What follows belongs to an exercise in optimizing a design on an open flow for small area; a production flow would make more cautious choices.
At most, simulation tests tie the RTL to the original design; equivalence was not proved.
For run 7, only the layout was checked, not whether the RTL still works.
No activity file was given, so power comes from the tool's default toggle rates.

==> design.v <==
package lx_bus_pkg;
  localparam int word_width    = 32;
  localparam int address_width = 32;
  localparam int line_words       = 4;   
  localparam int line_offset_bits = 2;   
  localparam int bus_words       = 2;    
  localparam int line_beats      = line_words / bus_words;
  localparam int beat_index_bits = 1;    
  typedef enum logic [3:0] {
    NO_REQ     = 4'd0,
    R_REQ      = 4'd1,    
    WB_REQ     = 4'd2,    
    MEM_RESP   = 4'd3,
    MEM_RESP_S = 4'd4     
  } msg_t;
  typedef logic [address_width-1:0] addr_t;
  typedef logic [bus_words*word_width-1:0]  beat_t;
  typedef logic [line_words*word_width-1:0] line_t;
endpackage
module lx_bus_bridge (
  input  logic                clock,
  input  logic                reset,
  input  lx_bus_pkg::msg_t    bus_msg_in,
  input  lx_bus_pkg::addr_t   bus_address_in,
  input  lx_bus_pkg::beat_t   bus_data_in,
  input  logic                req_ready,
  output lx_bus_pkg::msg_t    bus_msg_out,
  output lx_bus_pkg::addr_t   bus_address_out,
  output lx_bus_pkg::beat_t   bus_data_out,
  input  lx_bus_pkg::msg_t    cache_msg_in,
  input  lx_bus_pkg::line_t   cache_data_in,
  output lx_bus_pkg::msg_t    cache_msg_out,
  output lx_bus_pkg::addr_t   cache_address_out,
  output lx_bus_pkg::line_t   cache_data_out
);
  logic rd_wait;     
  logic wb_wait;     
  logic beat0;       
  logic beat1;       
  logic resp_a;      
  logic resp_s;      
  logic [63:0] hi, lo;
  lx_bus_pkg::addr_t addr;
  logic bus_req, rd_resp, wb_resp, bus_on, busy, accept, rd_hold, hold_next;
  assign bus_req = bus_msg_in[0] | bus_msg_in[1];
  assign rd_resp = cache_msg_in[0] | cache_msg_in[2];
  assign wb_resp = cache_msg_in[0];
  assign bus_on  = resp_a | resp_s;   
  assign rd_hold   = beat0 & beat1;
  assign hold_next = ((beat1 & bus_on) | rd_hold) & bus_req;
  assign busy    = rd_wait | wb_wait | beat0 | beat1 | bus_on;
  assign accept  = ~busy & req_ready & bus_req;
  always_ff @(posedge clock) begin
    if (reset) begin
      rd_wait <= 1'b0;
      wb_wait <= 1'b0;
      beat0   <= 1'b0;
      beat1   <= 1'b0;
      resp_a  <= 1'b0;
      resp_s  <= 1'b0;
    end else begin
      rd_wait <= (accept & bus_msg_in[0]) | (rd_wait & ~rd_resp);
      beat0   <= (accept & ~bus_msg_in[0]) | (rd_wait & rd_resp) | hold_next;
      beat1   <= (beat0 & ~beat1) | hold_next;
      wb_wait <= (beat1 & ~beat0 & ~bus_on) | (wb_wait & ~wb_resp);
      resp_a  <= (rd_wait & rd_resp & ~cache_msg_in[2]) | (wb_wait & wb_resp)
               | (resp_a & (beat0 | (~beat1 & bus_req)));
      resp_s  <= (rd_wait & rd_resp & cache_msg_in[2]) | (resp_s & beat0);
    end
  end
  always_ff @(posedge clock) begin
    if (~busy) addr <= bus_address_in;
  end
  logic take;
  assign take = ~rd_wait & ~wb_wait;
  always_ff @(posedge clock) begin
    hi <= ({64{rd_wait}} & cache_data_in[127:64]) | ({64{take}} & bus_data_in) | ({64{wb_wait}} & hi);
    lo <= ({64{rd_wait}} & cache_data_in[63:0])   | ({64{take}} & hi)          | ({64{wb_wait}} & lo);
  end
  logic cache_on;
  assign cache_on = rd_wait | wb_wait;
  assign bus_msg_out       = lx_bus_pkg::msg_t'({1'b0, resp_s, resp_a, resp_a});
  assign bus_address_out   = addr & {32{bus_on}};
  assign bus_data_out      = lo;
  assign cache_msg_out     = lx_bus_pkg::msg_t'({2'b00, wb_wait, rd_wait});
  assign cache_address_out = {addr[31:2] & {30{cache_on}}, 2'b00};
  assign cache_data_out    = {hi, lo};
endmodule
==> flow/run.sh <==
#!/bin/bash
# Standard ORFS layout with three changes:
#  - port buffers made from the smallest buffer cell,
#  - a clock tree of clkbuf_4/8 without dummy loads,
#  - a222.tcl remaps the line register's select gates before floorplanning,
#  - one tie cell drives every constant output.
set -o pipefail
export BUFFER_PORTS_ARGS="-buffer_cell sky130_fd_sc_hd__buf_1"
export CTS_ARGS="-sink_clustering_enable -repair_clock_nets -dont_use_dummy_load -buf_list {sky130_fd_sc_hd__clkbuf_4 sky130_fd_sc_hd__clkbuf_8}"
export SKIP_REPAIR_TIE_FANOUT=1
export PRE_FLOORPLAN_TCL="$(pwd)/flow/a222.tcl"
bash standard.sh > standard.log 2>&1
==> flow/a222.tcl <==
# Remap each three-input select feeding a flip-flop, built by synthesis as
#   D = nand2(a22oi(A1,A2,B1,B2), nand2(C1,C2))
# into the smaller equivalent
#   D = inv(a222oi(A1,A2,B1,B2,C1,C2)).
set block [ord::get_db_block]
set db [ord::get_db]
set m_a222 [$db findMaster sky130_fd_sc_hd__a222oi_1]
set m_inv [$db findMaster sky130_fd_sc_hd__inv_1]

proc net_driver { net } {
  foreach it [$net getITerms] {
    if { [$it isOutputSignal] } { return $it }
  }
  return ""
}
proc net_loads { net } {
  set n 0
  foreach it [$net getITerms] {
    if { [$it isInputSignal] } { incr n }
  }
  return [expr { $n + [llength [$net getBTerms]] }]
}

set count 0
foreach inst [$block getInsts] {
  if { [[$inst getMaster] getName] ne "sky130_fd_sc_hd__nand2_1" } { continue }
  set out [[$inst findITerm Y] getNet]
  set na [[$inst findITerm A] getNet]
  set nb [[$inst findITerm B] getNet]
  if { $out eq "NULL" || $na eq "NULL" || $nb eq "NULL" } { continue }
  set ok 0
  foreach pair [list [list $na $nb] [list $nb $na]] {
    lassign $pair n22 nh
    set d22 [net_driver $n22]
    set dh [net_driver $nh]
    if { $d22 eq "" || $dh eq "" } { continue }
    set i22 [$d22 getInst]
    set ih [$dh getInst]
    if { [[$i22 getMaster] getName] ne "sky130_fd_sc_hd__a22oi_1" } { continue }
    if { [[$ih getMaster] getName] ne "sky130_fd_sc_hd__nand2_1" } { continue }
    if { $ih eq $inst } { continue }
    if { [net_loads $n22] != 1 || [net_loads $nh] != 1 } { continue }
    set ok 1
    break
  }
  if { !$ok } { continue }
  set name [$inst getName]
  set conn [dict create]
  foreach p {A1 A2 B1 B2} { dict set conn $p [[$i22 findITerm $p] getNet] }
  dict set conn C1 [[$ih findITerm A] getNet]
  dict set conn C2 [[$ih findITerm B] getNet]
  foreach i [list $inst $i22 $ih] {
    foreach it [$i getITerms] { if { [$it getNet] ne "NULL" } { $it disconnect } }
  }
  odb::dbInst_destroy $i22
  odb::dbInst_destroy $ih
  odb::dbInst_destroy $inst
  odb::dbNet_destroy $n22
  odb::dbNet_destroy $nh
  set g [odb::dbInst_create $block $m_a222 "${name}_sel"]
  set v [odb::dbInst_create $block $m_inv "${name}_inv"]
  set ny [odb::dbNet_create $block "${name}_seln"]
  dict for {p n} $conn { [$g findITerm $p] connect $n }
  [$g findITerm Y] connect $ny
  [$v findITerm A] connect $ny
  [$v findITerm Y] connect $out
  incr count
}
puts "a222.tcl: remapped $count selects"
==> standard.sh <==
#!/bin/bash
# synth_recipe.tcl (not shown) runs the flow's synth.tcl, then flattens the netlist and writes it again
# the make line also repeats each setting of config.mk as NAME=value (left out here)
make -C /OpenROAD-flow-scripts/flow DESIGN_CONFIG=/design/flow/config.mk WORK_HOME=/design/flow/orfs CLKGATE_MAP_FILE= SYNTH_SCRIPT=/design/flow/synth_recipe.tcl "${@:-finish}"
==> config.mk <==
export PLATFORM = sky130hd
export DESIGN_NAME = lx_bus_bridge
export DESIGN_NICKNAME = lx_bus_bridge
export VERILOG_FILES = /design/flow/design.v
export SDC_FILE = /design/flow/constraint.sdc
export NUM_CORES = 4
export LEC_CHECK = 0
export CAP_MARGIN = 20
export CORE_AREA = 5 5 175 175
export DIE_AREA = 0 0 180 180
export SLEW_MARGIN = 20
==> constraint.sdc <==
create_clock -name core_clock -period 5.0 [get_ports {clock}]
set_input_delay 1.0000 -clock core_clock [delete_from_list [all_inputs] [get_ports {clock}]]
set_output_delay 1.0000 -clock core_clock [all_outputs]
set_load 0.01 [all_outputs]
==> run summary, run 1 <==
Critical Path End Type -> output port
Setup crit start kind -> register
Area growth syn-to-layout -> 26.1%
fin crit share -> 62.4%
Antenna Cells -> 0
WHS -> 0.495 ns
clk_skew -> 0.0261 ns
port bufs -> 489
slew margin rel. -> 30.0%
share of cells above drive strength 1 -> 2.94%
Core Rows -> 62
WL/cell -> 16.7 um
Post-CTS Hold Buffers -> 0
Placeable Area -> 0.0286 mm^2
HP Class -> reg2reg
Total Neg Setup Slack -> 0 ns
CTS H-tree lvls -> 4
Synth Cell Area -> 0.00680 mm^2
worst path required time -> 4.00 ns
Residual DRC -> 0
Critical Path Fanout Max -> 74
Worst Tran Pin Value -> 1.05 ns
PostCTS Resize Cnt -> 0
Critical Path AT -> 2.12 ns
status -> finished clean
area post-placement -> 0.00834 mm^2
R2R setup slack -> 2.28 ns
drt initial violations -> 868
cell area after layout -> 0.00858 mm^2
Post-CTS Setup Repair Bufs -> 0
RSZ-0062 raised after global routing -> no
Die Y -> 180 um
final net count -> 1257
Leak Pwr -> 3.59 nW
root buf cell -> clkbuf_8
vias in the first global route -> 6093
largest net degree at the start of global routing -> 99
Routed Antenna Nets -> 0
crit path kind -> reg2out
Post-Syn Nets -> 868
# fillers -> 3041
initial antenna violation count -> 1
Via density -> 4.59
die area -> 0.0324 mm^2
Post-Route WL -> 23.5 mm
Initial DRT Pass Iterations -> 9
fin crit period -> 3.12 ns
GP Congestion -> 0.864
max-slew violation count -> 0
Achievable Freq -> 321 MHz
Post-Syn Instances -> 633
max_cap viols -> 0
GRT overflow -> 0
worst vdd ir -> 0.132 mV
Boundary Pins -> 499
Design Power -> 0.00306 W
chip width -> 180 um
Final setup viols -> 0
maximum clock path buffer count -> 2
Yosys Warn Count -> 1
Reg clk slew, reported paths -> 0.08 ns
Hold Vio Cnt, Final -> 0
Initial Util -> 23.8%
worst skew pair latency -> 0.45 ns
Via Count -> 6448
gr usage total -> 13.4%
first-pass GRT wire length -> 34.7 mm
CTS tree -> done
post-DP HPWL -> 17.8 mm
Power Dens Cells -> 357 mW/mm^2
Sink Count -> 166
synthesized area per cell -> 10.7 um^2
CTS Buf Count -> 17
## final timing paths
check	start	end	cells past startpoint
worst max-delay path	rd_wait	cache_address_out[23]	3
worst min-delay path	hi[41]	lo[41]	2
worst min register to register	hi[41]	lo[41]	2
worst max register to register	rd_wait	addr[31]	3
## critical path: stages (launching register included)
cell and delay (ns):
dfxtp_4 0.54, nor2_8 0.85, nor2b_1 0.11, buf_1 0.17
## sequential cells by signal, summed over array words and instances (netlist names)
name and cells:
beat1 1, beat0 1, resp_s 1, hi 64
wb_wait 1, resp_a 1, addr 32, rd_wait 1
lo 64
## cell usage in the layout (no fill, tap or decap)
master    count
a222oi_1    128
a32oi_1       1
a22oi_1       2
nor3_2        1
nor2_4        1
nand2b_1      1
a31oi_1       1
nand4b_1      1
nor2b_1      63
inv_1       129
nor4b_4       1
and3b_1       1
dfxtp_1     132
a21oi_1       2
buf_4         5
o21ai_0       4
buf_1       489
edfxtp_1     32
dfxtp_4       2
clkbuf_8     17
or2_2         1
nor2_8        1
nor2_1        3
conb_1        1
o21ba_2       1
## metal layers
metal  up-vias  part of all wire (%)  GRT usage, %
met4         2                   2.6          5.36
li1       2996                     -             -
met5         -                 0.055             0
met2       420                    50          23.9
met3        29                    11          4.12
met1      3001                    36          14.9
## per-stage QoR
stage | utilization, % | cells | worst slack, ns
floorplan | - | 633 | 3.01
global placement | 29.1 | 1387 | 2.19
detailed placement | 29.2 | 1387 | 2.18
CTS | 30.0 | 1404 | 1.75
global route | 30.0 | 1404 | 1.67
finish | 30.0 | 1404 | 1.88
## power breakdown
part           switching, W  internal [W]
Combinational      0.000389      0.000247
Sequential         0.000155       0.00155
Clock              0.000418      0.000301
Total              0.000962       0.00210
## layout make-up
type / count / area (um^2) / share of cell area, %
Multi-Input combinational cell: 214 / 1860 / 21.6
Tap cell: 384 / 480 / 5.60
Sequential cell: 166 / 3650 / 42.6
Clock buffer: 17 / 234 / 2.73
Timing Repair Buffer: 494 / 1870 / 21.8
Inverter: 129 / 484 / 5.64
==> run 2, diff against run 1 <==
--- a/design.v
+++ b/design.v
@@ -74,8 +74,13 @@
   logic take;
   assign take = ~rd_wait & ~wb_wait;
   always_ff @(posedge clock) begin
-    hi <= ({64{rd_wait}} & cache_data_in[127:64]) | ({64{take}} & bus_data_in) | ({64{wb_wait}} & hi);
-    lo <= ({64{rd_wait}} & cache_data_in[63:0])   | ({64{take}} & hi)          | ({64{wb_wait}} & lo);
+    if (reset) begin
+      hi <= '0;
+      lo <= '0;
+    end else begin
+      hi <= ({64{rd_wait}} & cache_data_in[127:64]) | ({64{take}} & bus_data_in) | ({64{wb_wait}} & hi);
+      lo <= ({64{rd_wait}} & cache_data_in[63:0])   | ({64{take}} & hi)          | ({64{wb_wait}} & lo);
+    end
   end
   logic cache_on;
   assign cache_on = rd_wait | wb_wait;
--- a/flow/a222.tcl
+++ b/flow/a222.tcl
@@ -1,11 +1,14 @@
 # Remap each three-input select feeding a flip-flop, built by synthesis as
-#   D = nand2(a22oi(A1,A2,B1,B2), nand2(C1,C2))
-# into the smaller equivalent
-#   D = inv(a222oi(A1,A2,B1,B2,C1,C2)).
+#   D = nand2(a22oi(A1,A2,B1,B2), nand2(C1,C2))        or
+#   D = a21oi(a22oi(A1,A2,B1,B2), nand2(C1,C2), R)     (with a reset R)
+# into the smaller equivalents
+#   D = inv(a222oi(A1,A2,B1,B2,C1,C2))                 or
+#   D = nor2(a222oi(A1,A2,B1,B2,C1,C2), R).
 set block [ord::get_db_block]
 set db [ord::get_db]
 set m_a222 [$db findMaster sky130_fd_sc_hd__a222oi_1]
 set m_inv [$db findMaster sky130_fd_sc_hd__inv_1]
+set m_nor [$db findMaster sky130_fd_sc_hd__nor2_1]
 
 proc net_driver { net } {
   foreach it [$net getITerms] {
@@ -23,10 +26,20 @@
 
 set count 0
 foreach inst [$block getInsts] {
-  if { [[$inst getMaster] getName] ne "sky130_fd_sc_hd__nand2_1" } { continue }
+  set mname [[$inst getMaster] getName]
+  if { $mname eq "sky130_fd_sc_hd__nand2_1" } {
+    set na [[$inst findITerm A] getNet]
+    set nb [[$inst findITerm B] getNet]
+    set nr ""
+  } elseif { $mname eq "sky130_fd_sc_hd__a21oi_1" } {
+    set na [[$inst findITerm A1] getNet]
+    set nb [[$inst findITerm A2] getNet]
+    set nr [[$inst findITerm B1] getNet]
+    if { $nr eq "NULL" } { continue }
+  } else {
+    continue
+  }
   set out [[$inst findITerm Y] getNet]
-  set na [[$inst findITerm A] getNet]
-  set nb [[$inst findITerm B] getNet]
   if { $out eq "NULL" || $na eq "NULL" || $nb eq "NULL" } { continue }
   set ok 0
   foreach pair [list [list $na $nb] [list $nb $na]] {
@@ -58,11 +71,17 @@
   odb::dbNet_destroy $n22
   odb::dbNet_destroy $nh
   set g [odb::dbInst_create $block $m_a222 "${name}_sel"]
-  set v [odb::dbInst_create $block $m_inv "${name}_inv"]
   set ny [odb::dbNet_create $block "${name}_seln"]
   dict for {p n} $conn { [$g findITerm $p] connect $n }
   [$g findITerm Y] connect $ny
-  [$v findITerm A] connect $ny
+  if { $nr eq "" } {
+    set v [odb::dbInst_create $block $m_inv "${name}_inv"]
+    [$v findITerm A] connect $ny
+  } else {
+    set v [odb::dbInst_create $block $m_nor "${name}_nor"]
+    [$v findITerm A] connect $ny
+    [$v findITerm B] connect $nr
+  }
   [$v findITerm Y] connect $out
   incr count
 }
--- a/config.mk
+++ b/config.mk
@@ -5,7 +5,7 @@
 export SDC_FILE = /design/flow/constraint.sdc
 export NUM_CORES = 4
 export LEC_CHECK = 0
-export CAP_MARGIN = 20
+export CAP_MARGIN = 0
 export CORE_AREA = 5 5 175 175
 export DIE_AREA = 0 0 180 180
-export SLEW_MARGIN = 20
+export SLEW_MARGIN = 0
==> run 2 against run 1 <==
  * Sequential cell count did not move
  * Sequential power fell by 6%
  * Worst setup slack improved by 0.24 ns
==> run summary, run 2 <==
Total Neg Setup Slack -> 0 ns (unchanged)
worst skew pair latency -> 0.44 ns (about the same)
port bufs -> 489 (unchanged)
maximum clock path buffer count -> 2 (unchanged)
crit path kind -> reg2out
most frequent cells in the layout -> buf_1, dfxtp_1, nor2_1, a222oi_1, nor2b_1
Post-CTS Setup Repair Bufs -> 0 (unchanged)
initial antenna violation count -> 1 (unchanged)
post-DP HPWL -> 18.8 mm (+5.6%)
Sink Count -> 166 (unchanged)
Yosys Warn Count -> 1 (unchanged)
WL/cell -> 18.2 um (+9.1%)
# fillers -> 3086 (+1.5%)
Antenna Cells -> 0 (unchanged)
CTS tree -> done
clk_skew -> 0.0431 ns (+0.0170 ns)
CTS Buf Count -> 17 (unchanged)
slew margin rel. -> 42.8% (+13 points)
met2 Use GR -> 24.4% (+0.53 points)
Critical Path End Type -> output port
Hold Vio Cnt, Final -> 0 (unchanged)
Post-CTS Hold Buffers -> 0 (unchanged)
Core Rows -> 62 (unchanged)
Critical Path AT -> 1.88 ns (-0.24 ns)
Reg area -> 0.00365 mm^2 (unchanged)
die area -> 0.0324 mm^2 (unchanged)
Die Y -> 180 um (unchanged)
Reg clk slew, reported paths -> 0.08 ns (about the same)
worst vdd ir -> 0.115 mV (-13%)
final net count -> 1259 (+0.16%)
top flop regs -> hi (64), lo (64), addr (32)
Post-Route WL -> 25.7 mm (+9.3%)
root buf cell -> clkbuf_8
Residual DRC -> 0 (unchanged)
Worst Tran Pin Value -> 0.859 ns (-0.192 ns)
Synth Cell Area -> 0.00684 mm^2 (+0.59%)
HP Class -> reg2reg
Initial Util -> 23.9% (+0.14 points)
Critical Path Fanout Max -> 55 (-26%)
Boundary Pins -> 499 (unchanged)
GR peak layer -> met2
largest net degree at the start of global routing -> 91 (-8.1%)
first-pass GRT wire length -> 37.7 mm (+8.9%)
Initial DRT Pass Iterations -> 9 (unchanged)
drt initial violations -> 926 (+6.7%)
worst path required time -> 4.00 ns (about the same)
Power Dens Cells -> 329 mW/mm^2 (-7.9%)
WHS -> 0.492 ns (-0.00288 ns)
max-slew violation count -> 0 (unchanged)
Routed Antenna Nets -> 0 (unchanged)
Post-Syn Nets -> 883 (+1.7%)
Area growth syn-to-layout -> 25.6%
Final setup viols -> 0 (unchanged)
vias in the first global route -> 6360 (+4.4%)
fin crit period -> 2.88 ns (-0.242 ns)
Post-Syn Instances -> 648 (+2.4%)
GP Congestion -> 0.908 (+5.1%)
area of the multi-input gates -> 0.00232 mm^2 (+25%)
Achievable Freq -> 348 MHz (+8.4%)
GRT overflow -> 0 (unchanged)
met3 Usage GRT -> 3.60% (-0.53 points)
synthesized area per cell -> 10.6 um^2 (-1.7%)
Via Count -> 6752 (+4.7%)
chip width -> 180 um (unchanged)
fin crit share -> 57.5% (-4.8 points)
max_cap viols -> 0 (unchanged)
Leak Pwr -> 2.99 nW (-17%)
share of cells above drive strength 1 -> 3.23% (+0.29 points)
gr usage total -> 14.5% (+1.1 points)
GRT met1 Usage -> 18.8% (+3.8 points)
PostCTS Resize Cnt -> 0 (unchanged)
Placeable Area -> 0.0286 mm^2 (unchanged)
RSZ-0062 raised after global routing -> no
Via density -> 4.80 (+4.6%)
CTS H-tree lvls -> 4 (unchanged)
Setup crit start kind -> register
status -> finished clean
most common cell after layout, fill and taps aside -> buf_1
-- run 2: power breakdown --
part           switching, W  internal, W  total (W)
clock network      0.000434     0.000302   0.000736
registers          0.000100      0.00149    0.00159
logic              0.000301     0.000198   0.000498
-- run 2: cell type report --
type,count,share of cell area [%]
Inverter,1,0.0437
Timing Repair Buffer,496,22.2
Sequential cell,166,42.5
Clock buffer,17,2.72
Multi-Input combinational cell,342,27.0
Tap cell,384,5.59
-- run 2: worst max-delay path, stage by stage (launching register included) --
cell,delay (ns)
dfxtp_4,0.55
nor2_8,0.60
nor2b_1,0.13
buf_1,0.16
-- run 2: stage by stage --
| stage | std cells | setup WS (ns) | cell area, um^2 | utilization (%) | power (W) |
|---|---|---|---|---|---|
| floorplan | 648 | 3.01 | 6840 | - | 0.00193 |
| global placement | 1389 | 2.55 | 8360 | 29.2 | 0.00212 |
| detailed placement | 1389 | 2.51 | 8360 | 29.2 | 0.00212 |
| CTS | 1406 | 2.01 | 8590 | 30.0 | 0.00288 |
| global route | 1406 | 1.91 | 8590 | 30.0 | 0.00299 |
| finish | 1406 | 2.12 | 8590 | 30.0 | 0.00282 |
-- run 2: worst paths after layout --
kind | start | to | slack, ns | cells after the start
worst min register to register | beat0 | beat1 | 0.49 | 2
worst max register to register | wb_wait | addr[30] | 2.60 | 2
worst min-delay path | beat0 | beat1 | 0.49 | 2
worst max-delay path | wb_wait | cache_address_out[5] | 2.12 | 3
-- run 2: per-layer routing --
metal | vias up | wire length [um]
met1 | 3205 | 10600
li1 | 3133 | -
met4 | 2 | 373
met5 | - | 13
met2 | 393 | 12600
met3 | 19 | 2130
==> run 3, diff against run 2 <==
--- a/config.mk
+++ b/config.mk
@@ -5,7 +5,8 @@
 export SDC_FILE = /design/flow/constraint.sdc
 export NUM_CORES = 4
 export LEC_CHECK = 0
-export CAP_MARGIN = 0
+export CAP_MARGIN = 20
 export CORE_AREA = 5 5 175 175
 export DIE_AREA = 0 0 180 180
-export SLEW_MARGIN = 0
+export PLACE_DENSITY = 0.35
+export SLEW_MARGIN = 20
==> run 3 against run 2 <==
  * Still clean on timing, DRC and antenna
  * Area after synthesis stayed put
  * Combinational power hardly changed
  * Synthesized cell count is the same
  * Final cell count up 0.21%
  * Wire length up 9.9%
  * Die area is the same
  * Clock skew down 0.0084 ns
  * Worst setup slack got worse by 0.36 ns
==> run summary, run 3 <==
status -> finished clean
Hold Vio Cnt, Final -> 0 (unchanged)
Power Dens Cells -> 329 mW/mm^2 (+0.26%)
drt initial violations -> 808 (-13%)
share of cells above drive strength 1 -> 3.32% (+0.091 points)
initial antenna violation count -> 1 (unchanged)
RSZ-0062 raised after global routing -> no
WL/cell -> 20.0 um (+9.7%)
synthesized area per cell -> 10.6 um^2 (unchanged)
Metal-1 WL -> 10.6 mm (+0.30%)
Achievable Freq -> 309 MHz (-11%)
Critical Path End Type -> output port
final core utilization -> 30.0% (about the same)
Die Y -> 180 um (unchanged)
PostCTS Resize Cnt -> 0 (unchanged)
HP Class -> reg2reg
Final setup viols -> 0 (unchanged)
Post-CTS Setup Repair Bufs -> 0 (unchanged)
Via density -> 4.75 (-1.1%)
CTS H-tree lvls -> 4 (unchanged)
clock network power share -> 26.2% (about the same)
Critical Path AT -> 2.23 ns (+0.35 ns)
worst path required time -> 4.00 ns (about the same)
most common cell after layout, fill and taps aside -> buf_1
slew margin rel. -> 39.0% (-3.8 points)
crit path kind -> reg2out
most frequent cells in the layout -> buf_1, dfxtp_1, nor2_1, a222oi_1, nor2b_1
Leak Pwr -> 2.99 nW (+0.12%)
CTS Buf Count -> 17 (unchanged)
Critical Path Fanout Max -> 66 (+20%)
Boundary Pins -> 499 (unchanged)
largest net degree at the start of global routing -> 75 (-18%)
worst skew pair latency -> 0.44 ns (about the same)
Initial DRT Pass Iterations -> 9 (unchanged)
die area -> 0.0324 mm^2 (unchanged)
Yosys Warn Count -> 1 (unchanged)
fin crit period -> 3.23 ns (+0.357 ns)
Area growth syn-to-layout -> 25.6% (about the same)
Sw Share -> 29.8% (+0.19 points)
chip width -> 180 um (unchanged)
Core Rows -> 62 (unchanged)
port bufs -> 489 (unchanged)
area post-placement -> 0.00836 mm^2 (about the same)
root buf cell -> clkbuf_8
Seq pwr share -> 56.2% (about the same)
clk_skew -> 0.0347 ns (-0.00840 ns)
# fillers -> 3194 (+3.5%)
highest metal used -> met4
Post-CTS Hold Buffers -> 0 (unchanged)
Post-Syn Instances -> 648 (unchanged)
cell area after layout -> 0.00860 mm^2 (about the same)
final net count -> 1261 (+0.16%)
Sink Count -> 166 (unchanged)
Switch Pwr -> 0.000843 W (+0.95%)
GP Congestion -> 0.806 (-11%)
Post-Syn Nets -> 883 (unchanged)
DR WL met2 -> 14.4 mm (+15%)
DR WL met3 -> 2.53 mm (+19%)
Worst Tran Pin Value -> 0.915 ns (+0.0568 ns)
gr usage total -> 16.4% (+1.9 points)
Synth Cell Area -> 0.00684 mm^2 (unchanged)
Total Neg Setup Slack -> 0 ns (unchanged)
first-pass GRT wire length -> 42.1 mm (+11%)
worst vdd ir -> 0.169 mV (+46%)
fin crit share -> 64.6% (+7.1 points)
Logic pwr share -> 17.5% (-0.2 points)
top flop regs -> hi (64), lo (64), addr (32)
vias in the first global route -> 6754 (+6.2%)
max-slew violation count -> 0 (unchanged)
Initial Util -> 23.9% (unchanged)
CTS tree -> done
GRT overflow -> 0 (unchanged)
Post-Route WL -> 28.2 mm (+9.9%)
maximum clock path buffer count -> 2 (unchanged)
Residual DRC -> 0 (unchanged)
Routed Antenna Nets -> 0 (unchanged)
Power Internal -> 0.00199 W (about the same)
Via Count -> 6694 (-0.86%)
Setup crit start kind -> register
Placeable Area -> 0.0286 mm^2 (unchanged)
post-DP HPWL -> 20.4 mm (+8.4%)
max_cap viols -> 0 (unchanged)
Reg clk slew, reported paths -> 0.07 ns (about the same)
[run 3: cell count changes in the layout (fill, tap and decap cells not counted), sizes merged]
cell   delta
diode     +1
buf       +2
[run 3: layer usage]
layer / GRT usage [%] / up-vias
li1: - / 3135
met1: 18.9 / 3162
met2: 29.2 / 369
met3: 5.68 / 28
met4: 4.48 / 0
met5: 0 / -
[run 3: power groups by stage]
stage | Clock, W | Sequential, W | Combinational, W
2_1_floorplan | 0 | 0.00161 | 0.000314
3_3_place_gp | 0 | 0.00163 | 0.000508
3_5_place_dp | 0 | 0.00162 | 0.000505
4_1_cts | 0.000797 | 0.00160 | 0.000507
5_1_grt | 0.000841 | 0.00161 | 0.000553
6_report | 0.000743 | 0.00159 | 0.000497
[run 3: worst paths after layout]
| check | startpoint | end | slack, ns | cells past startpoint |
|---|---|---|---|---|
| worst min-delay path | beat0 | beat1 | 0.51 | 2 |
| worst max register to register | rd_wait | addr[9] | 2.09 | 4 |
| worst max-delay path | rd_wait | cache_address_out[26] | 1.77 | 4 |
| worst min register to register | beat0 | beat1 | 0.51 | 2 |
[run 3: area by class of cell]
| class | count | area [um^2] | area share (%) |
|---|---|---|---|
| sequential | 166 | 3650 | 42.5 |
| multi-input combinational | 342 | 2320 | 27.0 |
| timing repair buffer | 498 | 1910 | 22.2 |
| tap | 384 | 480 | 5.59 |
| clock buffer | 17 | 234 | 2.72 |
| inverter | 1 | 3.75 | 0.0437 |
| antenna | 1 | 2.50 | 0.0291 |
[run 3: worst max-delay path, cell delays in order (launching register included)]
cell and delay (ns):
dfxtp_4 0.55, nor2_8 0.58, buf_4 0.43, nor2b_1 0.08
buf_1 0.15
[run 3: metrics by stage]
| stage | std cells | power (W) | hold WS, ns | setup WS (ns) |
|---|---|---|---|---|
| 2_1_floorplan | 648 | 0.00193 | 0.472 | 3.01 |
| 3_3_place_gp | 1391 | 0.00214 | 0.503 | 1.94 |
| 3_5_place_dp | 1391 | 0.00213 | 0.503 | 1.97 |
| 4_1_cts | 1408 | 0.00290 | 0.514 | 1.63 |
| 5_1_grt | 1409 | 0.00301 | 0.558 | 1.51 |
| 6_report | 1409 | 0.00283 | 0.508 | 1.77 |
==> run 4, diff against run 3 <==
--- a/config.mk
+++ b/config.mk
@@ -8,5 +8,4 @@
 export CAP_MARGIN = 20
 export CORE_AREA = 5 5 175 175
 export DIE_AREA = 0 0 180 180
-export PLACE_DENSITY = 0.35
 export SLEW_MARGIN = 20
==> run 4 against run 3 <==
  * Largest power group unchanged
  * Sequential cell count unchanged
  * Area after synthesis unchanged
  * Worst hold slack worse by 0.016 ns
  * Non-clock buffer count down 2
  * Total power down 0.30%
  * Clock skew up 0.0084 ns
  * Synthesized cell count unchanged
  * Die area unchanged
  * Clock power down 0.9%
  * Register-to-register slack better by 0.51 ns
  * Worst setup slack better by 0.36 ns
==> run summary, run 4 <==
final net count -> 1259 (-0.16%)
CTS Buf Count -> 17 (unchanged)
Area growth syn-to-layout -> 25.6% (about the same)
GRT met1 Usage -> 18.8% (-0.11 points)
Setup crit start kind -> register
max_cap viols -> 0 (unchanged)
CTS H-tree lvls -> 4 (unchanged)
Core Rows -> 62 (unchanged)
Critical Path AT -> 1.88 ns (-0.35 ns)
Worst Tran Pin Value -> 0.859 ns (-0.0568 ns)
Sink Count -> 166 (unchanged)
Reg2Reg Depth -> 2 (-2)
Hold Path Sink -> beat1
slew margin rel. -> 42.8% (+3.8 points)
worst vdd ir -> 0.115 mV (-32%)
Post-Syn Instances -> 648 (unchanged)
Critical Path End Type -> output port
maximum clock path buffer count -> 2 (unchanged)
gr usage total -> 14.5% (-1.9 points)
GP Congestion -> 0.908 (+13%)
port bufs -> 489 (unchanged)
Finished Layout Cells -> 1406 (-0.21%)
fin crit period -> 2.88 ns (-0.357 ns)
Yosys Warn Count -> 1 (unchanged)
Achievable Freq -> 348 MHz (+12%)
max-slew violation count -> 0 (unchanged)
Die Y -> 180 um (unchanged)
Initial DRT Pass Iterations -> 9 (unchanged)
Final setup viols -> 0 (unchanged)
Routed Antenna Nets -> 0 (unchanged)
GR peak layer -> met2
worst path required time -> 4.00 ns (about the same)
Residual DRC -> 0 (unchanged)
met3 Usage GRT -> 3.60% (-2.1 points)
clk_skew -> 0.0431 ns (+0.00840 ns)
Synth Cell Area -> 0.00684 mm^2 (unchanged)
Placeable Area -> 0.0286 mm^2 (unchanged)
GRT overflow -> 0 (unchanged)
HP Class -> reg2reg
Power Dens Cells -> 329 mW/mm^2 (-0.26%)
Post-CTS Setup Repair Bufs -> 0 (unchanged)
area post-placement -> 0.00836 mm^2 (about the same)
R2R setup slack -> 2.60 ns (+0.51 ns)
crit path kind -> reg2out
status -> finished clean
# fillers -> 3086 (-3.4%)
synthesized area per cell -> 10.6 um^2 (unchanged)
Boundary Pins -> 499 (unchanged)
Post-CTS Hold Buffers -> 0 (unchanged)
Post-Syn Nets -> 883 (unchanged)
Initial Util -> 23.9% (unchanged)
worst reg2reg endpoint -> addr[30]
WL/cell -> 18.2 um (-8.8%)
largest net degree at the start of global routing -> 91 (+21%)
PostCTS Resize Cnt -> 0 (unchanged)
Reg clk slew, reported paths -> 0.08 ns (about the same)
root buf cell -> clkbuf_8
die area -> 0.0324 mm^2 (unchanged)
met2 Use GR -> 24.4% (-4.8 points)
first-pass GRT wire length -> 37.7 mm (-10%)
most frequent cells in the layout -> buf_1, dfxtp_1, nor2_1, a222oi_1, nor2b_1
Reg-to-Reg Start -> wb_wait
Total Neg Setup Slack -> 0 ns (unchanged)
Antenna Cells -> 0 (-1)
Leak Pwr -> 2.99 nW (-0.12%)
hold_sp -> beat0
RSZ-0062 raised after global routing -> no
cell area after layout -> 0.00859 mm^2 (about the same)
most common cell after layout, fill and taps aside -> buf_1
Hold Vio Cnt, Final -> 0 (unchanged)
Hold Path Stages -> 2 (unchanged)
CTS tree -> done
Via density -> 4.80 (+1.1%)
Placed Cells -> 1389 (-0.14%)
top flop regs -> hi (64), lo (64), addr (32)
initial antenna violation count -> 1 (unchanged)
vias in the first global route -> 6360 (-5.8%)
fin crit share -> 57.5% (-7.1 points)
Via Count -> 6752 (+0.87%)
chip width -> 180 um (unchanged)
Critical Path Fanout Max -> 55 (-17%)
worst skew pair latency -> 0.44 ns (about the same)
Post-Route WL -> 25.7 mm (-9.0%)
share of cells above drive strength 1 -> 3.23% (-0.091 points)
post-DP HPWL -> 18.8 mm (-7.8%)
drt initial violations -> 926 (+15%)
run 4: final cells by class:
| type | count | area (um^2) | share of cell area [%] |
|---|---|---|---|
| flip-flops and latches | 166 | 3650 | 42.5 |
| well taps | 384 | 480 | 5.59 |
| multi-input cells | 342 | 2320 | 27.0 |
| clock buffers | 17 | 234 | 2.72 |
| repair buffers | 496 | 1900 | 22.2 |
| inverters | 1 | 3.75 | 0.0437 |
run 4: stage by stage:
| step | setup slack [ns] | power [W] | utilization [%] | hold slack, ns |
|---|---|---|---|---|
| finish | 2.12 | 0.00282 | 30.0 | 0.492 |
| global route | 1.91 | 0.00299 | 30.0 | 0.518 |
| CTS | 2.01 | 0.00288 | 30.0 | 0.488 |
| detailed placement | 2.51 | 0.00212 | 29.2 | 0.493 |
| global placement | 2.55 | 0.00212 | 29.2 | 0.501 |
| floorplan | 3.01 | 0.00193 | - | 0.472 |
run 4: worst max path at each step:
stage / cells past startpoint / slack, ns / from / endpoint
2_1_floorplan: 4 / 3.01 / rd_wait / addr[0]
3_3_place_gp: 3 / 2.55 / wb_wait / cache_address_out[15]
3_5_place_dp: 3 / 2.51 / wb_wait / cache_address_out[5]
4_1_cts: 3 / 2.01 / wb_wait / cache_address_out[5]
5_1_grt: 3 / 1.91 / wb_wait / cache_address_out[5]
6_report: 3 / 2.12 / wb_wait / cache_address_out[5]
run 4: critical path: stages (launching register included):
cell and delay, ns:
dfxtp_4 0.55, nor2_8 0.60, nor2b_1 0.13, buf_1 0.16
run 4: where the power goes:
part	leakage, nW	internal, W	switching [W]
Clock	0.122	0.000302	0.000434
Combinational	1.43	0.000198	0.000301
Sequential	1.43	0.00149	0.000100
run 4: metal layers:
layer	up-vias	routed length (um)
met5	-	13
met4	2	373
met3	19	2130
met2	393	12600
met1	3205	10600
li1	3133	-
==> run 5, diff against run 4 <==
--- a/config.mk
+++ b/config.mk
@@ -8,4 +8,5 @@
 export CAP_MARGIN = 20
 export CORE_AREA = 5 5 175 175
 export DIE_AREA = 0 0 180 180
+export PLACE_DENSITY = 0.85
 export SLEW_MARGIN = 20
==> run 5 against run 4 <==
  * Largest cell class unchanged
  * Wire length is 2.2% higher
  * Total power is 0.31% higher
  * Cell area is 0.20% lower
  * Clock power hardly changed
  * Critical endpoint is now cache_address_out[10]
  * Sequential share of layout area is 0.087 points higher
  * Worst setup slack worse by 0.16 ns
  * Critical path depth stayed put
  * Core utilization is 0.061 points lower
  * Still clean
  * Area after synthesis stayed put
  * Worst hold slack better by 0.018 ns
  * Maximum frequency is 5.1% lower
==> run summary, run 5 <==
slew margin rel. -> 41.0% (-1.8 points)
Post-Syn Nets -> 883 (unchanged)
RSZ-0062 raised after global routing -> no
fin crit period -> 3.03 ns (+0.155 ns)
Boundary Pins -> 499 (unchanged)
Total Neg Setup Slack -> 0 ns (unchanged)
Yosys Warn Count -> 1 (unchanged)
first-pass GRT wire length -> 39.0 mm (+3.3%)
chip width -> 180 um (unchanged)
final net count -> 1258 (-0.079%)
Synth Cell Area -> 0.00684 mm^2 (unchanged)
maximum clock path buffer count -> 2 (unchanged)
Final setup viols -> 0 (unchanged)
WL/cell -> 18.7 um (+2.2%)
Residual DRC -> 0 (unchanged)
Power Dens Cells -> 330 mW/mm^2 (+0.51%)
synthesized area per cell -> 10.6 um^2 (unchanged)
die area -> 0.0324 mm^2 (unchanged)
Worst Tran Pin Value -> 0.886 ns (+0.0271 ns)
Die Y -> 180 um (unchanged)
Critical Path AT -> 2.03 ns (+0.15 ns)
Initial DRT Pass Iterations -> 9 (unchanged)
Critical Path Fanout Max -> 65 (+18%)
share of cells above drive strength 1 -> 3.13% (-0.095 points)
most common cell after layout, fill and taps aside -> buf_1
Leak Pwr -> 2.98 nW (-0.33%)
Hold Vio Cnt, Final -> 0 (unchanged)
gr usage total -> 15.0% (+0.47 points)
drt initial violations -> 998 (+7.8%)
Core Rows -> 62 (unchanged)
vias in the first global route -> 6709 (+5.5%)
Area growth syn-to-layout -> 25.3%
Initial Util -> 23.9% (unchanged)
Achievable Freq -> 330 MHz (-5.1%)
Placeable Area -> 0.0286 mm^2 (unchanged)
Reg clk slew, reported paths -> 0.08 ns (about the same)
crit path kind -> reg2out
Sink Count -> 166 (unchanged)
Critical Path End Type -> output port
Routed Antenna Nets -> 0 (unchanged)
top flop regs -> hi (64), lo (64), addr (32)
CTS tree -> done
most frequent cells in the layout -> buf_1, dfxtp_1, nor2_1, a222oi_1, nor2b_1
Setup crit start kind -> register
worst skew pair latency -> 0.43 ns (about the same)
largest net degree at the start of global routing -> 77 (-15%)
worst vdd ir -> 0.131 mV (+13%)
port bufs -> 489 (unchanged)
fin crit share -> 60.6% (+3.1 points)
final core utilization -> 30.0% (-0.061 points)
Post-Syn Instances -> 648 (unchanged)
CTS Buf Count -> 17 (unchanged)
Via Count -> 7030 (+4.1%)
status -> finished clean
clk_skew -> 0.0183 ns (-0.0248 ns)
worst path required time -> 4.00 ns (about the same)
HP Class -> reg2reg
PostCTS Resize Cnt -> 0 (unchanged)
root buf cell -> clkbuf_8
Post-CTS Hold Buffers -> 0 (unchanged)
Via density -> 5.00 (+4.1%)
CTS H-tree lvls -> 4 (unchanged)
initial antenna violation count -> 1 (unchanged)
post-DP HPWL -> 19.8 mm (+5.0%)
max-slew violation count -> 0 (unchanged)
GP Congestion -> 0.961 (+5.9%)
Post-Route WL -> 26.2 mm (+2.2%)
GRT overflow -> 0 (unchanged)
Post-CTS Setup Repair Bufs -> 0 (unchanged)
max_cap viols -> 0 (unchanged)
## run 5: stage by stage
stage / setup slack [ns] / cells / cell area, um^2 / hold slack, ns / total power [W]
floorplan: 3.01 / 648 / 6840 / 0.472 / 0.00193
global placement: 2.39 / 1388 / 8340 / 0.492 / 0.00211
detailed placement: 2.35 / 1388 / 8340 / 0.509 / 0.00213
CTS: 1.89 / 1405 / 8570 / 0.516 / 0.00288
global route: 1.78 / 1405 / 8570 / 0.530 / 0.00298
finish: 1.97 / 1406 / 8570 / 0.511 / 0.00283
## run 5: worst max-delay path, stage by stage, from the launching register on
cell and delay (ns):
dfxtp_4 0.55, nor2_8 0.69, nor2b_1 0.14, buf_1 0.17
## run 5: layout make-up
cell class / instances / area [um^2]
Fill cell: 3017 / 20100
Sequential cell: 166 / 3650
Multi-Input combinational cell: 342 / 2320
Timing Repair Buffer: 495 / 1880
Tap cell: 384 / 480
Clock buffer: 17 / 234
Inverter: 1 / 3.75
Antenna cell: 1 / 2.50
## run 5: routing by layer
layer / GRT usage (%) / wire length [um]
met5: 0 / 0
met3: 4.08 / 2710
met4: 5.88 / 694
met1: 18.7 / 10100
met2: 24.7 / 12700
## run 5: path summary, 6_finish.rpt
path	start	endpoint	slack, ns	cells past startpoint
worst min-delay path	beat0	beat1	0.51	2
worst max register to register	rd_wait	addr[23]	2.42	2
worst max-delay path	rd_wait	cache_address_out[10]	1.97	3
worst min register to register	beat0	beat1	0.51	2
## run 5: report_power, final
part	internal (W)	switching [W]
registers	0.00149	0.000112
clock network	0.000302	0.000433
logic	0.000196	0.000301
==> run 6, diff against run 5 <==
--- a/config.mk
+++ b/config.mk
@@ -8,5 +8,7 @@
 export CAP_MARGIN = 20
 export CORE_AREA = 5 5 175 175
 export DIE_AREA = 0 0 180 180
+export GPL_ROUTABILITY_DRIVEN = 0
+export GPL_TIMING_DRIVEN = 0
 export PLACE_DENSITY = 0.85
 export SLEW_MARGIN = 20
==> run 6 against run 5 <==
  * Final cell count rose by 9.5%
  * Clock power up 2.7%
  * Core utilization up 2.9 points
  * Clock skew grew 0.023 ns
  * Count of clock-buffer cells in the layout is the same
  * Via count rose by 9.3%
  * Sequential share of layout area down 3.9 points
  * Sequential cell count is the same
  * Wire length rose by 25%
  * Maximum frequency is 5.0% lower
  * Critical path type unchanged
  * Largest power group unchanged
==> run summary, run 6 <==
drt initial violations -> 1225 (+23%)
Switch Pwr -> 0.000910 W (+7.6%)
Critical Path End Type -> output port
Total Neg Setup Slack -> 0 ns (unchanged)
status -> finished clean
max-slew violation count -> 0 (unchanged)
final net count -> 1391 (+11%)
Initial Util -> 23.9% (unchanged)
Reg clk slew, reported paths -> 0.10 ns (+0.02 ns)
Critical Path Fanout Max -> 10 (-85%)
first-pass GRT wire length -> 46.7 mm (+20%)
Post-Route WL -> 32.7 mm (+25%)
worst skew pair latency -> 0.44 ns (about the same)
Yosys Warn Count -> 1 (unchanged)
Leak Pwr -> 3.57 nW (+20%)
Seq pwr share -> 53.7% (-2.8 points)
cell area after layout -> 0.00941 mm^2 (+9.8%)
CTS tree -> done
fin crit share -> 63.8% (+3.2 points)
CTS Buf Count -> 17 (unchanged)
GRT overflow -> 0 (unchanged)
PostCTS Resize Cnt -> 0 (unchanged)
pre-CTS setup slack -> 2.13 ns (-0.215 ns)
fin crit period -> 3.19 ns (+0.158 ns)
Routed Antenna Nets -> 0 (unchanged)
Placeable Area -> 0.0286 mm^2 (unchanged)
Initial DRT Pass Iterations -> 8 (-1)
die area -> 0.0324 mm^2 (unchanged)
Hold Vio Cnt, Final -> 0 (unchanged)
vias in the first global route -> 7436 (+11%)
Boundary Pins -> 499 (unchanged)
Area growth syn-to-layout -> 37.6%
Post-Syn Nets -> 883 (unchanged)
Logic pwr share -> 20.9% (+3.3 points)
Worst Tran Pin Value -> 0.703 ns (-0.183 ns)
CTS H-tree lvls -> 4 (unchanged)
Setup crit start kind -> register
worst vdd ir -> 0.163 mV (+25%)
Sw Share -> 30.7% (+0.87 points)
Synth Cell Area -> 0.00684 mm^2 (unchanged)
top flop regs -> hi (64), lo (64), addr (32)
synthesized area per cell -> 10.6 um^2 (unchanged)
Final setup viols -> 0 (unchanged)
Sink Count -> 166 (unchanged)
area post-placement -> 0.00918 mm^2 (+10%)
Post-CTS Hold Buffers -> 0 (unchanged)
clock network power share -> 25.4% (-0.5 points)
Post-Syn Instances -> 648 (unchanged)
most frequent cells in the layout -> buf_1, dfxtp_1, nor2_1, a222oi_1, buf_4
chip width -> 180 um (unchanged)
WL/cell -> 21.2 um (+14%)
Design Power -> 0.00296 W (+4.6%)
initial antenna violation count -> 1 (unchanged)
Residual DRC -> 0 (unchanged)
crit path kind -> reg2out
slew margin rel. -> 53.1% (+12 points)
Die Y -> 180 um (unchanged)
most common cell after layout, fill and taps aside -> buf_1
final core utilization -> 32.9% (+2.9 points)
Achievable Freq -> 314 MHz (-5.0%)
gr usage total -> 18.6% (+3.6 points)
Core Rows -> 62 (unchanged)
port bufs -> 488 (-0.20%)
Via density -> 4.99 (-0.13%)
Via Count -> 7685 (+9.3%)
clk_skew -> 0.0416 ns (+0.0233 ns)
min setup slack post-route -> 1.81 ns (-0.158 ns)
maximum clock path buffer count -> 2 (unchanged)
Power Internal -> 0.00205 W (+3.3%)
largest net degree at the start of global routing -> 33 (-57%)
Post-CTS Setup Repair Bufs -> 0 (unchanged)
max_cap viols -> 0 (unchanged)
Power Dens Cells -> 315 mW/mm^2 (-4.7%)
worst path required time -> 4.00 ns (about the same)
RSZ-0062 raised after global routing -> no
root buf cell -> clkbuf_8
Critical Path AT -> 2.19 ns (+0.16 ns)
share of cells above drive strength 1 -> 12.0% (+8.9 points)
HP Class -> reg2reg
post-DP HPWL -> 26.1 mm (+32%)
## run 6: final cells by class
type                    instances  area, um^2
diodes                          1        2.50
plain buffers                 139         881
clock buffers                  17         234
fillers                      2926       19200
inverters                       1        3.75
multi-input cells             342        2320
flip-flops and latches        166        3640
well taps                     384         480
repair buffers                489        1850
## run 6: final timing paths
| path | start | endpoint | slack, ns | cells after the start |
|---|---|---|---|---|
| setup / recovery | resp_a | bus_address_out[2] | 1.81 | 4 |
| setup reg to reg | resp_a | addr[25] | 3.21 | 3 |
| hold reg to reg | hi[20] | lo[20] | 0.53 | 2 |
| hold / removal | hi[20] | lo[20] | 0.53 | 2 |
## run 6: critical path: stages (launching register included)
cell and delay [ns]:
dfxtp_1 0.44, nor2_1 0.55, clkbuf_1 0.50, nor2b_1 0.13
buf_1 0.16
## run 6: metal layers
layer  vias to the layer above  global-route usage, %  part of all wire, %
li1                       3404                      -                    -
met1                      3662                   23.2                   39
met2                       563                   32.1                   49
met3                        54                   4.57                  9.7
met4                         2                   5.21                  2.2
met5                         -                      0                0.040
## run 6: through the flow
stage | cells | hold WS, ns
global placement | 1520 | 0.483
global route | 1538 | 0.543
floorplan | 648 | 0.472
CTS | 1538 | 0.527
detailed placement | 1521 | 0.511
finish | 1539 | 0.525
## run 6: power by group through the flow
stage	Sequential [W]	Combinational (W)	Clock (W)
floorplan	0.00161	0.000314	0
global placement	0.00161	0.000600	0
detailed placement	0.00162	0.000619	0
CTS	0.00159	0.000621	0.000794
global route	0.00160	0.000668	0.000845
finish	0.00159	0.000619	0.000754
==> run 7, diff against run 6 <==
--- a/design.v
+++ b/design.v
@@ -40,7 +40,7 @@
   logic resp_a;      
   logic resp_s;      
   logic [63:0] hi, lo;
-  lx_bus_pkg::addr_t addr;
+  lx_bus_pkg::addr_t addr_n;   
   logic bus_req, rd_resp, wb_resp, bus_on, busy, accept, rd_hold, hold_next;
   assign bus_req = bus_msg_in[0] | bus_msg_in[1];
   assign rd_resp = cache_msg_in[0] | cache_msg_in[2];
@@ -69,7 +69,7 @@
     end
   end
   always_ff @(posedge clock) begin
-    if (~busy) addr <= bus_address_in;
+    if (~busy) addr_n <= ~bus_address_in;
   end
   logic take;
   assign take = ~rd_wait & ~wb_wait;
@@ -85,9 +85,9 @@
   logic cache_on;
   assign cache_on = rd_wait | wb_wait;
   assign bus_msg_out       = lx_bus_pkg::msg_t'({1'b0, resp_s, resp_a, resp_a});
-  assign bus_address_out   = addr & {32{bus_on}};
+  assign bus_address_out   = ~(addr_n | {32{~bus_on}});
   assign bus_data_out      = lo;
   assign cache_msg_out     = lx_bus_pkg::msg_t'({2'b00, wb_wait, rd_wait});
-  assign cache_address_out = {addr[31:2] & {30{cache_on}}, 2'b00};
+  assign cache_address_out = {~(addr_n[31:2] | {30{~cache_on}}), 2'b00};
   assign cache_data_out    = {hi, lo};
 endmodule
--- a/config.mk
+++ b/config.mk
@@ -8,7 +8,5 @@
 export CAP_MARGIN = 20
 export CORE_AREA = 5 5 175 175
 export DIE_AREA = 0 0 180 180
-export GPL_ROUTABILITY_DRIVEN = 0
-export GPL_TIMING_DRIVEN = 0
 export PLACE_DENSITY = 0.85
 export SLEW_MARGIN = 20
==> run 7 against run 6 <==
  * Cell area shrank 8.7%
  * Largest power group unchanged
  * Critical path type unchanged
  * Die area unchanged
  * Via count shrank 8.6%
  * Worst setup slack improved by 0.18 ns
  * Synthesized cell count grew 5.1%
  * Combinational power shrank 21%
  * Worst hold slack got worse by 0.0072 ns
==> run summary, run 7 <==
Die Y -> 180 um (unchanged)
top flop regs -> hi (64), lo (64), addr_n (32)
post-DP HPWL -> 18.0 mm (-31%)
Synth Cell Area -> 0.00681 mm^2 (-0.46%)
Core Rows -> 62 (unchanged)
GRT overflow -> 0 (unchanged)
hold_sp -> beat0
Critical Path End Type -> output port
min setup slack post-route -> 1.99 ns (+0.175 ns)
Post-Syn Nets -> 916 (+3.7%)
Post-CTS Setup Repair Bufs -> 0 (unchanged)
synthesized area per cell -> 10.0 um^2 (-5.3%)
Area growth syn-to-layout -> 26.1%
Yosys Warn Count -> 1 (unchanged)
Hold Vio Cnt, Final -> 0 (unchanged)
root buf cell -> clkbuf_8
fin crit share -> 60.3% (-3.5 points)
Switch Pwr -> 0.000832 W (-8.6%)
crit path kind -> reg2out
status -> finished clean
Design Power -> 0.00281 W (-5.1%)
worst vdd ir -> 0.146 mV (-10%)
worst path required time -> 4.00 ns (about the same)
Power Internal -> 0.00198 W (-3.6%)
Via Count -> 7023 (-8.6%)
area post-placement -> 0.00833 mm^2 (-9.3%)
Critical Path Fanout Max -> 55 (+45)
Reg2Reg Depth -> 4 (+1)
Residual DRC -> 0 (unchanged)
die area -> 0.0324 mm^2 (unchanged)
PostCTS Resize Cnt -> 0 (unchanged)
Final setup viols -> 0 (unchanged)
Worst path depth -> 4 (unchanged)
cell area after layout -> 0.00859 mm^2 (-8.7%)
Seq pwr share -> 56.6% (+2.9 points)
HP Class -> reg2reg
fin crit period -> 3.01 ns (-0.175 ns)
area of the multi-input gates -> 0.00216 mm^2 (-6.7%)
initial antenna violation count -> 2 (+1)
Post-Route WL -> 24.4 mm (-25%)
Worst Tran Pin Value -> 0.905 ns (+0.202 ns)
Post-CTS Hold Buffers -> 0 (unchanged)
CP peak stage delay -> 0.53 ns (-0.02 ns)
Placeable Area -> 0.0286 mm^2 (unchanged)
pre-CTS setup slack -> 1.88 ns (-0.250 ns)
Hold Path Sink -> beat1
final net count -> 1296 (-6.8%)
chip width -> 180 um (unchanged)
drt initial violations -> 1101 (-10%)
most common cell after layout, fill and taps aside -> buf_1
CTS tree -> done
R2R setup slack -> 2.77 ns (-0.44 ns)
WL/cell -> 16.9 um (-21%)
crit-path cells -> nor2_4 > buf_4 > nor2_1 > buf_1
vias in the first global route -> 6692 (-10%)
Setup crit start kind -> register
clk_skew -> 0.0334 ns (-0.00823 ns)
Initial Util -> 23.8% (-0.11 points)
port bufs -> 489 (+0.20%)
Worst Path Buf+Inv -> 2 (unchanged)
Achievable Freq -> 332 MHz (+5.8%)
Boundary Pins -> 499 (unchanged)
worst reg2reg endpoint -> hi[25]
Worst path slowest cell -> dfxtp_4
most frequent cells in the layout -> buf_1, nor2_1, dfxtp_1, a222oi_1
maximum clock path buffer count -> 2 (unchanged)
CP top delay family -> simple AND/OR/NAND/NOR gates
Power Dens Cells -> 327 mW/mm^2 (+3.9%)
CTS Buf Count -> 17 (unchanged)
Reg clk slew, reported paths -> 0.07 ns (-0.03 ns)
Initial DRT Pass Iterations -> 12 (+4)
Reg area -> 0.00365 mm^2 (+0.21%)
RSZ-0062 raised after global routing -> no
Post-Syn Instances -> 681 (+5.1%)
slew margin rel. -> 39.7% (-13 points)
gr usage total -> 14.1% (-4.6 points)
clock network power share -> 25.9% (+0.5 points)
Leak Pwr -> 3.21 nW (-10%)
Reg-to-Reg Start -> rd_wait
share of cells above drive strength 1 -> 3.40% (-8.6 points)
Total Neg Setup Slack -> 0 ns (unchanged)
max-slew violation count -> 0 (unchanged)
# fillers -> 3003 (+2.6%)
Logic pwr share -> 17.5% (-3.4 points)
Routed Antenna Nets -> 0 (unchanged)
max_cap viols -> 0 (unchanged)
Hold Path Stages -> 2 (unchanged)
worst skew pair latency -> 0.45 ns (about the same)
Sink Count -> 166 (unchanged)
Sw Share -> 29.6% (-1.1 points)
first-pass GRT wire length -> 36.8 mm (-21%)
CTS H-tree lvls -> 4 (unchanged)
GP Congestion -> 0.904
Via density -> 4.86 (-2.6%)
largest net degree at the start of global routing -> 82 (+150%)
Critical Path AT -> 2.01 ns (-0.18 ns)
[run 7: cell types whose count changed in the layout (fill, tap and decap cells not counted), moves of 3 or more]
cell      change
buf_4        -68
inv_1        +31
nor2_1       +62
clkbuf_1     -22
buf_6         -3
buf_2        -34
nor2b_1      -61
[run 7: worst min-delay path: stages (launching register included)]
cell	delay (ns)
dfxtp_1	0.34
nand2b_1	0.07
a21oi_1	0.06
[run 7: how the worst max path moves through the flow]
| stage | from | endpoint | slack (ns) |
|---|---|---|---|
| after floorplan | rd_wait | cache_address_out[20] | 2.98 |
| after global routing | rd_wait | cache_address_out[13] | 1.75 |
| after detailed placement | rd_wait | cache_address_out[17] | 1.88 |
| final | rd_wait | cache_address_out[17] | 1.99 |
| after CTS | rd_wait | cache_address_out[17] | 1.36 |
| after global placement | rd_wait | cache_address_out[17] | 1.95 |
[run 7: routing by layer]
metal  part of all wire [%]  GRT usage, %  wire, um  vias up
met3                     11          4.63      2750       42
met5                  0.053             0        13        -
met1                     35          16.0      8520     3280
met4                    3.0          6.37       726        2
li1                       -             -         -     3202
met2                     51          24.0     12300      497
[run 7: per-stage QoR]
stage / cells / util [%] / hold WS, ns
floorplan: 681 / - / 0.472
finish: 1444 / 30.0 / 0.518
global route: 1444 / 30.0 / 0.560
CTS: 1442 / 29.9 / 0.516
global placement: 1425 / 29.1 / 0.494
detailed placement: 1425 / 29.1 / 0.502
[run 7: area by class of cell]
cell class	count	share of cell area (%)
diodes	1	0.0291
clock buffers	17	2.72
inverters	32	1.40
multi-input cells	344	25.2
flip-flops and latches	166	42.5
well taps	384	5.59
repair buffers	500	22.6
[run 7: power by group through the flow]
| stage | combinational, W | clock (W) | sequential [W] |
|---|---|---|---|
| 2_1_floorplan | 0.000303 | 0 | 0.00162 |
| 3_3_place_gp | 0.000480 | 0 | 0.00161 |
| 3_5_place_dp | 0.000492 | 0 | 0.00162 |
| 4_1_cts | 0.000492 | 0.000771 | 0.00159 |
| 5_1_grt | 0.000540 | 0.000840 | 0.00161 |
| 6_report | 0.000492 | 0.000727 | 0.00159 |
==> run 8, diff against run 7 <==
--- a/design.v
+++ b/design.v
@@ -41,10 +41,9 @@
   logic resp_s;      
   logic [63:0] hi, lo;
   lx_bus_pkg::addr_t addr_n;   
-  logic bus_req, rd_resp, wb_resp, bus_on, busy, accept, rd_hold, hold_next;
+  logic bus_req, rd_resp, bus_on, busy, accept, rd_hold, hold_next;
   assign bus_req = bus_msg_in[0] | bus_msg_in[1];
   assign rd_resp = cache_msg_in[0] | cache_msg_in[2];
-  assign wb_resp = cache_msg_in[0];
   assign bus_on  = resp_a | resp_s;   
   assign rd_hold   = beat0 & beat1;
   assign hold_next = ((beat1 & bus_on) | rd_hold) & bus_req;
@@ -60,12 +59,12 @@
       resp_s  <= 1'b0;
     end else begin
       rd_wait <= (accept & bus_msg_in[0]) | (rd_wait & ~rd_resp);
-      beat0   <= (accept & ~bus_msg_in[0]) | (rd_wait & rd_resp) | hold_next;
+      beat0   <= (accept & bus_msg_in[1]) | (rd_wait & rd_resp) | hold_next;
       beat1   <= (beat0 & ~beat1) | hold_next;
-      wb_wait <= (beat1 & ~beat0 & ~bus_on) | (wb_wait & ~wb_resp);
-      resp_a  <= (rd_wait & rd_resp & ~cache_msg_in[2]) | (wb_wait & wb_resp)
+      wb_wait <= (beat1 & ~beat0 & ~bus_on) | (wb_wait & ~cache_msg_in[0]);
+      resp_a  <= ((rd_wait | wb_wait) & cache_msg_in[0])
                | (resp_a & (beat0 | (~beat1 & bus_req)));
-      resp_s  <= (rd_wait & rd_resp & cache_msg_in[2]) | (resp_s & beat0);
+      resp_s  <= (rd_wait & cache_msg_in[2]) | (resp_s & beat0);
     end
   end
   always_ff @(posedge clock) begin
--- a/flow/run.sh
+++ b/flow/run.sh
@@ -8,5 +8,6 @@
 export BUFFER_PORTS_ARGS="-buffer_cell sky130_fd_sc_hd__buf_1"
 export CTS_ARGS="-sink_clustering_enable -repair_clock_nets -dont_use_dummy_load -buf_list {sky130_fd_sc_hd__clkbuf_4 sky130_fd_sc_hd__clkbuf_8}"
 export SKIP_REPAIR_TIE_FANOUT=1
+export RECOVER_POWER=100
 export PRE_FLOORPLAN_TCL="$(pwd)/flow/a222.tcl"
 bash standard.sh > standard.log 2>&1
==> run 8 against run 7 <==
  * Wire length rose by 4.3%
  * The layout now fails its checks (capacitance limit, slew limit)
  * Non-clock buffer count fell by 5
  * Sequential power barely moved
  * Core utilization fell by 0.27 points
  * Sequential share of layout area rose by 0.34 points
==> run summary, run 8 <==
CTS H-tree lvls -> 4 (unchanged)
Area growth syn-to-layout -> 25.1%
clk_skew -> 0.0445 ns (+0.0111 ns)
maximum clock path buffer count -> 2 (unchanged)
root buf cell -> clkbuf_8
Setup crit start kind -> register
Post-Syn Nets -> 915 (-0.11%)
vias in the first global route -> 6684 (-0.12%)
Finished Layout Cells -> 1437 (-0.48%)
fin crit period -> 3.83 ns (+0.813 ns)
Post-Route WL -> 25.4 mm (+4.3%)
Boundary Pins -> 499 (unchanged)
Critical Path Fanout Max -> 159 (+190%)
Post-Syn Instances -> 680 (-0.15%)
Placeable Area -> 0.0286 mm^2 (unchanged)
Initial Util -> 23.8% (about the same)
Total Neg Setup Slack -> 0 ns (unchanged)
worst path required time -> 4.99 ns (+0.99 ns)
crit-path cells -> nor2_4 > buf_12 > and3b_1 > clkbuf_1
Sink Count -> 166 (unchanged)
port bufs -> 489 (unchanged)
Critical Path AT -> 3.81 ns (+1.80 ns)
worst skew pair latency -> 0.44 ns (about the same)
chip width -> 180 um (unchanged)
Antenna Cells -> 0 (-1)
Post-CTS Hold Buffers -> 0 (unchanged)
slew margin rel. -> -29.7% (-69 points)
CTS tree -> done
die area -> 0.0324 mm^2 (unchanged)
GRT overflow -> 0 (unchanged)
Worst path slowest cell -> clkbuf_1
Leak Pwr -> 3.16 nW (-1.3%)
Critical Path End Type -> register
largest net degree at the start of global routing -> 160 (+95%)
post-DP HPWL -> 18.7 mm (+4.2%)
worst vdd ir -> 0.130 mV (-11%)
Yosys Warn Count -> 1 (unchanged)
crit path kind -> reg2reg
RSZ-0062 raised after global routing -> no
status -> finished with violations
Post-CTS Setup Repair Bufs -> 0 (unchanged)
Design Power -> 0.00290 W (+3.3%)
Worst Tran Pin Value -> 1.95 ns (+1.04 ns)
Core Rows -> 62 (unchanged)
share of cells above drive strength 1 -> 2.47% (-0.93 points)
Worst Path Buf+Inv -> 2 (unchanged)
CTS Buf Count -> 17 (unchanged)
synthesized area per cell -> 10.0 um^2 (about the same)
Power Dens Cells -> 341 mW/mm^2 (+4.2%)
Synth Cell Area -> 0.00681 mm^2 (about the same)
first-pass GRT wire length -> 37.5 mm (+1.8%)
final core utilization -> 29.7% (-0.27 points)
Final setup viols -> 0 (unchanged)
max_cap viols -> 4 (+4)
fin crit share -> 76.5% (+16 points)
Hold Vio Cnt, Final -> 0 (unchanged)
final net count -> 1290 (-0.46%)
Placed Cells -> 1420 (-0.35%)
most frequent cells in the layout -> buf_1, nor2_1, dfxtp_1, a222oi_1
Die Y -> 180 um (unchanged)
Initial DRT Pass Iterations -> 14 (+2)
# fillers -> 3039 (+1.2%)
Via Count -> 7086 (+0.90%)
CP peak stage delay -> 1.37 ns (+0.84 ns)
Via density -> 4.93 (+1.4%)
drt initial violations -> 981 (-11%)
WL/cell -> 17.7 um (+4.8%)
GP Congestion -> 0.952 (+5.3%)
PostCTS Resize Cnt -> 0 (unchanged)
Achievable Freq -> 261 MHz (-21%)
most common cell after layout, fill and taps aside -> buf_1
CP top delay family -> buffers and inverters
Residual DRC -> 0 (unchanged)
SO Faults -> capacitance limit, slew limit
max-slew violation count -> 213 (+213)
Routed Antenna Nets -> 0 (unchanged)
initial antenna violation count -> 1 (-1)
top flop regs -> hi (64), lo (64), addr_n (32)
gr usage total -> 14.4% (+0.32 points)
Reg clk slew, reported paths -> 0.09 ns (+0.02 ns)
HP Class -> reg2reg
[run 8: cell type report]
class / instances / area (um^2) / area share [%]
Clock buffer: 17 / 234 / 2.75
Tap cell: 384 / 480 / 5.64
Inverter: 32 / 120 / 1.41
Sequential cell: 166 / 3650 / 42.8
Timing Repair Buffer: 495 / 1880 / 22.1
Multi-Input combinational cell: 343 / 2150 / 25.2
[run 8: final timing paths]
path	startpoint	end	slack, ns	depth (start not counted)
max	wb_wait	addr_n[26]	1.17	4
min	beat0	beat1	0.50	2
max reg2reg	wb_wait	addr_n[26]	1.17	4
min reg2reg	beat0	beat1	0.50	2
[run 8: metal layers]
metal | wire, um | up-vias | GRT usage (%) | part of all wire (%)
met4 | 719 | 0 | 5.39 | 2.8
met5 | 0 | - | 0 | 0
met1 | 9500 | 3330 | 16.9 | 37
met3 | 2770 | 47 | 4.77 | 11
met2 | 12400 | 520 | 24.3 | 49
li1 | - | 3189 | - | -
[run 8: power breakdown]
part	internal, W	total [W]	switching, W
Clock	0.000302	0.000745	0.000442
Sequential	0.00150	0.00162	0.000118
Combinational	0.000198	0.000533	0.000336
[run 8: through the flow]
stage,setup WS (ns),hold slack [ns],cell area (um^2)
floorplan,2.95,0.472,6810
global placement,2.41,0.491,8300
detailed placement,2.40,0.500,8300
CTS,1.95,0.498,8530
global route,0.928,0.536,8510
finish,1.17,0.497,8510
[run 8: worst register-to-register path, delay by kind of cell (launching register included)]
family	cells	cell delay [ns]
buf+inv	2	1.83
flops	1	0.83
simple gates	2	0.74

what the ideal ports hide:
In the flow no input, the clock included, has a driving cell. The finished layouts below were timed again as built, in two steps.
Step 1: set_driving_cell puts a clkbuf_16 on clock and a buf_2 on each other input, an assumption about the parent block.
Step 2 also shifts input and output timing later by t, the mid clock arrival at the registers, as if the neighbouring blocks saw the same clock.
Slacks: no drivers / after step 1 / after step 2; pairs: no drivers / after step 1.
run	t, ns	slack for setup (ns)	worst setup path after step 2
run 1	0.475	1.882 / 1.845 / 2.279	register to register
run 2	0.459	2.125 / 2.086 / 2.545	register to output
run 3	0.468	1.768 / 1.725 / 2.092	register to register
run 4	0.459	2.125 / 2.086 / 2.545	register to output
run 5	0.461	1.969 / 1.931 / 2.392	register to output
run 6	0.464	1.811 / 1.772 / 2.236	register to output
run 7	0.470	1.986 / 1.950 / 2.356	input to register
run 8	0.456	1.174 / 1.174 / 1.046	input to register
For run 8, which loses most, drivers alone change the setup slack by 0.000 ns; drivers and shift together by -0.128 ns.
